Context: an optimization exercise on an open-source flow, tuned for small area, a short achievable clock period and few clock cycles per item. The choices shown serve that exercise and are no tape-out recipe. Where RTL was checked, it was by simulation tests only, not by an equivalence proof against the original. Power and IR drop assume default switching activity.

// int_pipe_top
module int_pipe_top (
    input  logic                     clk,
    input  logic                     reset,
    input  logic                     in_valid,
    output logic                     in_ready,
    input  int_pipe_pkg::instr_t     instr,
    input  int_pipe_pkg::word_t      rs_data,
    input  int_pipe_pkg::word_t      rt_data,
    output logic                     out_valid,
    input  logic                     out_ready,
    output logic                     out_wen,
    output int_pipe_pkg::reg_addr_t  out_dest,
    output int_pipe_pkg::word_t      out_data,
    output logic                     out_reserved
);
Size: ~1400 cells after synthesis, ~40 flip-flops, ~140 I/O pins.
==> module exec_unit, before the edit <==
module exec_unit (
    input  int_pipe_pkg::instr_t    instr,
    input  int_pipe_pkg::word_t     rs_val,
    input  int_pipe_pkg::word_t     rt_val,
    input  logic                    sel_sum,
    input  logic                    sel_slt,
    input  logic                    sel_g,
    input  logic                    sel_p,
    input  logic                    sel_nor,
    input  logic                    sel_lui,
    input  logic                    sel_shr,
    input  logic                    sel_shl,
    input  logic                    sub,
    input  logic                    lt_signed,
    input  logic                    srcb_imm,
    input  logic                    srcb_zero,
    input  logic                    imm_sext,
    input  logic                    sft_var,
    input  logic                    sft_left,
    input  logic                    sft_arith,
    output int_pipe_pkg::word_t     result
);
    logic [15:0]          imm;
    int_pipe_pkg::word_t  srcb;
    int_pipe_pkg::word_t  bx;
    int_pipe_pkg::word_t  p;
    int_pipe_pkg::word_t  g;
    int_pipe_pkg::word_t  cy;
    int_pipe_pkg::word_t  sum;
    int_pipe_pkg::word_t  sft_in;
    int_pipe_pkg::word_t  sft_out;
    int_pipe_pkg::word_t  sft_rev;
    int_pipe_pkg::shamt_t sft_amt;
    logic                 lt;
    logic                 fill;
    assign imm  = instr[15:0];
    assign srcb = srcb_imm ? {{16{imm_sext & imm[15]}}, imm} : (rt_val & {32{!srcb_zero}});
    assign bx   = srcb ^ {32{sub}};
    assign p    = rs_val ^ bx;
    assign g    = rs_val & bx;
    always_comb
    begin
        logic [31:0] gg;
        logic [31:0] pp;
        gg    = g;
        pp    = p;
        gg[0] = g[0] | (p[0] & sub);
        for (int l = 0; l < 5; l++)
            for (int i = 0; i < 32; i++)
                if ((i >> l) & 1)
                begin
                    gg[i] = gg[i] | (pp[i] & gg[((i >> l) << l) - 1]);
                    pp[i] = pp[i] & pp[((i >> l) << l) - 1];
                end
        cy = {gg[30:0], sub};
    end
    assign sum = p ^ cy;
    assign lt = (rs_val[31] ^ srcb[31]) ? (lt_signed ? rs_val[31] : srcb[31]) : sum[31];
    assign sft_amt = sft_var ? rs_val[4:0] : instr[10:6];
    assign fill    = sft_arith & rt_val[31];
    always_comb
    begin
        for (int i = 0; i < 32; i++)
            sft_in[i] = sft_left ? rt_val[31 - i] : rt_val[i];
    end
    assign sft_out = 32'($signed({fill, sft_in}) >>> sft_amt);
    always_comb
    begin
        for (int i = 0; i < 32; i++)
            sft_rev[i] = sft_out[31 - i];
    end
    assign result = ({32{sel_sum}} & sum)
                  | ({32{sel_g}}   & g)
                  | ({32{sel_p}}   & p)
                  | ({32{sel_nor}} & ~(rs_val | srcb))
                  | ({32{sel_lui}} & {imm, 16'h0000})
                  | ({32{sel_slt}} & {31'b0, lt})
                  | ({32{sel_shr}} & sft_out)
                  | ({32{sel_shl}} & sft_rev);
endmodule
clock: 7.0 ns
lec_check: 0
abc_area: 1
cap_margin: 20
core_margin: 2
core_utilization: 40
setup_slack_margin: 3.0
slew_margin: 20
standard.sh (not shown) runs the stock make flow with config.mk's settings and CLKGATE_MAP_FILE= SYNTH_SCRIPT=/design/flow/synth_recipe.tcl, a recipe that flattens the netlist after the stock synthesis.
==> flow/flow/run.sh <==
#!/bin/bash
# The standard layout with two changes:
#  - the full and half adder cells are added to the don't-use list, so
#    synthesis leaves adders as plain gates for ABC to map
#  - the port buffers are the smallest plain buffer (buf_1) instead of the
#    default delay buffer
set -e
DU="$(cat flow/dont_use.txt)"
export BUFFER_PORTS_ARGS="-buffer_cell sky130_fd_sc_hd__buf_1"
bash standard.sh "DONT_USE_CELLS=$DU" finish > standard.log 2>&1
==> flow/flow/dont_use.txt <==
sky130_fd_sc_hd__probe_p_8 sky130_fd_sc_hd__probec_p_8 sky130_fd_sc_hd__lpflow_bleeder_1 sky130_fd_sc_hd__lpflow_clkbufkapwr_1 sky130_fd_sc_hd__lpflow_clkbufkapwr_16 sky130_fd_sc_hd__lpflow_clkbufkapwr_2 sky130_fd_sc_hd__lpflow_clkbufkapwr_4 sky130_fd_sc_hd__lpflow_clkbufkapwr_8 sky130_fd_sc_hd__lpflow_clkinvkapwr_1 sky130_fd_sc_hd__lpflow_clkinvkapwr_16 sky130_fd_sc_hd__lpflow_clkinvkapwr_2 sky130_fd_sc_hd__lpflow_clkinvkapwr_4 sky130_fd_sc_hd__lpflow_clkinvkapwr_8 sky130_fd_sc_hd__lpflow_decapkapwr_12 sky130_fd_sc_hd__lpflow_decapkapwr_3 sky130_fd_sc_hd__lpflow_decapkapwr_4 sky130_fd_sc_hd__lpflow_decapkapwr_6 sky130_fd_sc_hd__lpflow_decapkapwr_8 sky130_fd_sc_hd__lpflow_inputiso0n_1 sky130_fd_sc_hd__lpflow_inputiso0p_1 sky130_fd_sc_hd__lpflow_inputiso1n_1 sky130_fd_sc_hd__lpflow_inputiso1p_1 sky130_fd_sc_hd__lpflow_inputisolatch_1 sky130_fd_sc_hd__lpflow_isobufsrc_1 sky130_fd_sc_hd__lpflow_isobufsrc_16 sky130_fd_sc_hd__lpflow_isobufsrc_2 sky130_fd_sc_hd__lpflow_isobufsrc_4 sky130_fd_sc_hd__lpflow_isobufsrc_8 sky130_fd_sc_hd__lpflow_isobufsrckapwr_16 sky130_fd_sc_hd__lpflow_lsbuf_lh_hl_isowell_tap_1 sky130_fd_sc_hd__lpflow_lsbuf_lh_hl_isowell_tap_2 sky130_fd_sc_hd__lpflow_lsbuf_lh_hl_isowell_tap_4 sky130_fd_sc_hd__lpflow_lsbuf_lh_isowell_4 sky130_fd_sc_hd__lpflow_lsbuf_lh_isowell_tap_1 sky130_fd_sc_hd__lpflow_lsbuf_lh_isowell_tap_2 sky130_fd_sc_hd__lpflow_lsbuf_lh_isowell_tap_4  sky130_fd_sc_hd__fa_1 sky130_fd_sc_hd__fa_2 sky130_fd_sc_hd__fa_4 sky130_fd_sc_hd__ha_1 sky130_fd_sc_hd__ha_2 sky130_fd_sc_hd__ha_4
Testbench counts at the start, summed over its fixed seeds: cycles 16,008, items 16,000.
Edit:
--- a/flow/design.v
+++ b/flow/design.v
@@ -139,14 +139,19 @@
         gg    = g;
         pp    = p;
         gg[0] = g[0] | (p[0] & sub);
         for (int l = 0; l < 5; l++)
-            for (int i = 0; i < 32; i++)
-                if ((i >> l) & 1)
-                begin
-                    gg[i] = gg[i] | (pp[i] & gg[((i >> l) << l) - 1]);
-                    pp[i] = pp[i] & pp[((i >> l) << l) - 1];
-                end
+            for (int i = (2 << l) - 1; i < 32; i += (2 << l))
+            begin
+                gg[i] = gg[i] | (pp[i] & gg[i - (1 << l)]);
+                pp[i] = pp[i] & pp[i - (1 << l)];
+            end
+        for (int l = 3; l >= 0; l--)
+            for (int i = (3 << l) - 1; i < 32; i += (2 << l))
+            begin
+                gg[i] = gg[i] | (pp[i] & gg[i - (1 << l)]);
+                pp[i] = pp[i] & pp[i - (1 << l)];
+            end
         cy = {gg[30:0], sub};
     end
     assign sum = p ^ cy;
     assign lt = (rs_val[31] ^ srcb[31]) ? (lt_signed ? rs_val[31] : srcb[31]) : sum[31];
=> Fmax falls by 5.6%. Non-clock buffer count came out higher by 89. Sequential cell count is unchanged. Worst hold slack loses 0.0069 ns. Global-route usage shrinks by 0.46 points. Clock skew barely changes. Core utilization went up by 7.6 points. Combinational power is higher by 16%. Total power goes up by 11%. Cell count shrinks by 1.9%.
No functional check of the RTL was part of the second run of this note.

## port drivers added, routing unchanged
Ports are ideal in the flow. The routed layouts listed here were re-timed in OpenROAD. Step 1 sets driving cells, clkbuf_16 on the clock port and buf_2 on the other inputs (assumed; they add their load-dependent delay and slew). Step 2, shift: input delay + t, output delay - t, t = (earliest + latest rising clock arrival at the registers) / 2. This alone moves slack from input paths to output paths. a / b / c = ideal ports / drivers / drivers and shift; a / b = the first two.
run	t (ns)	setup slack, ns	worst setup path after step 2
the first run	0.331	2.972 / 2.989 / 2.658	input to register
the second run	0.328	2.735 / 2.735 / 2.407	input to register
After both steps setup and hold are still met in every run listed. For the second run, which loses most, drivers alone change the setup slack by 0.000 ns; drivers and shift together by -0.328 ns.
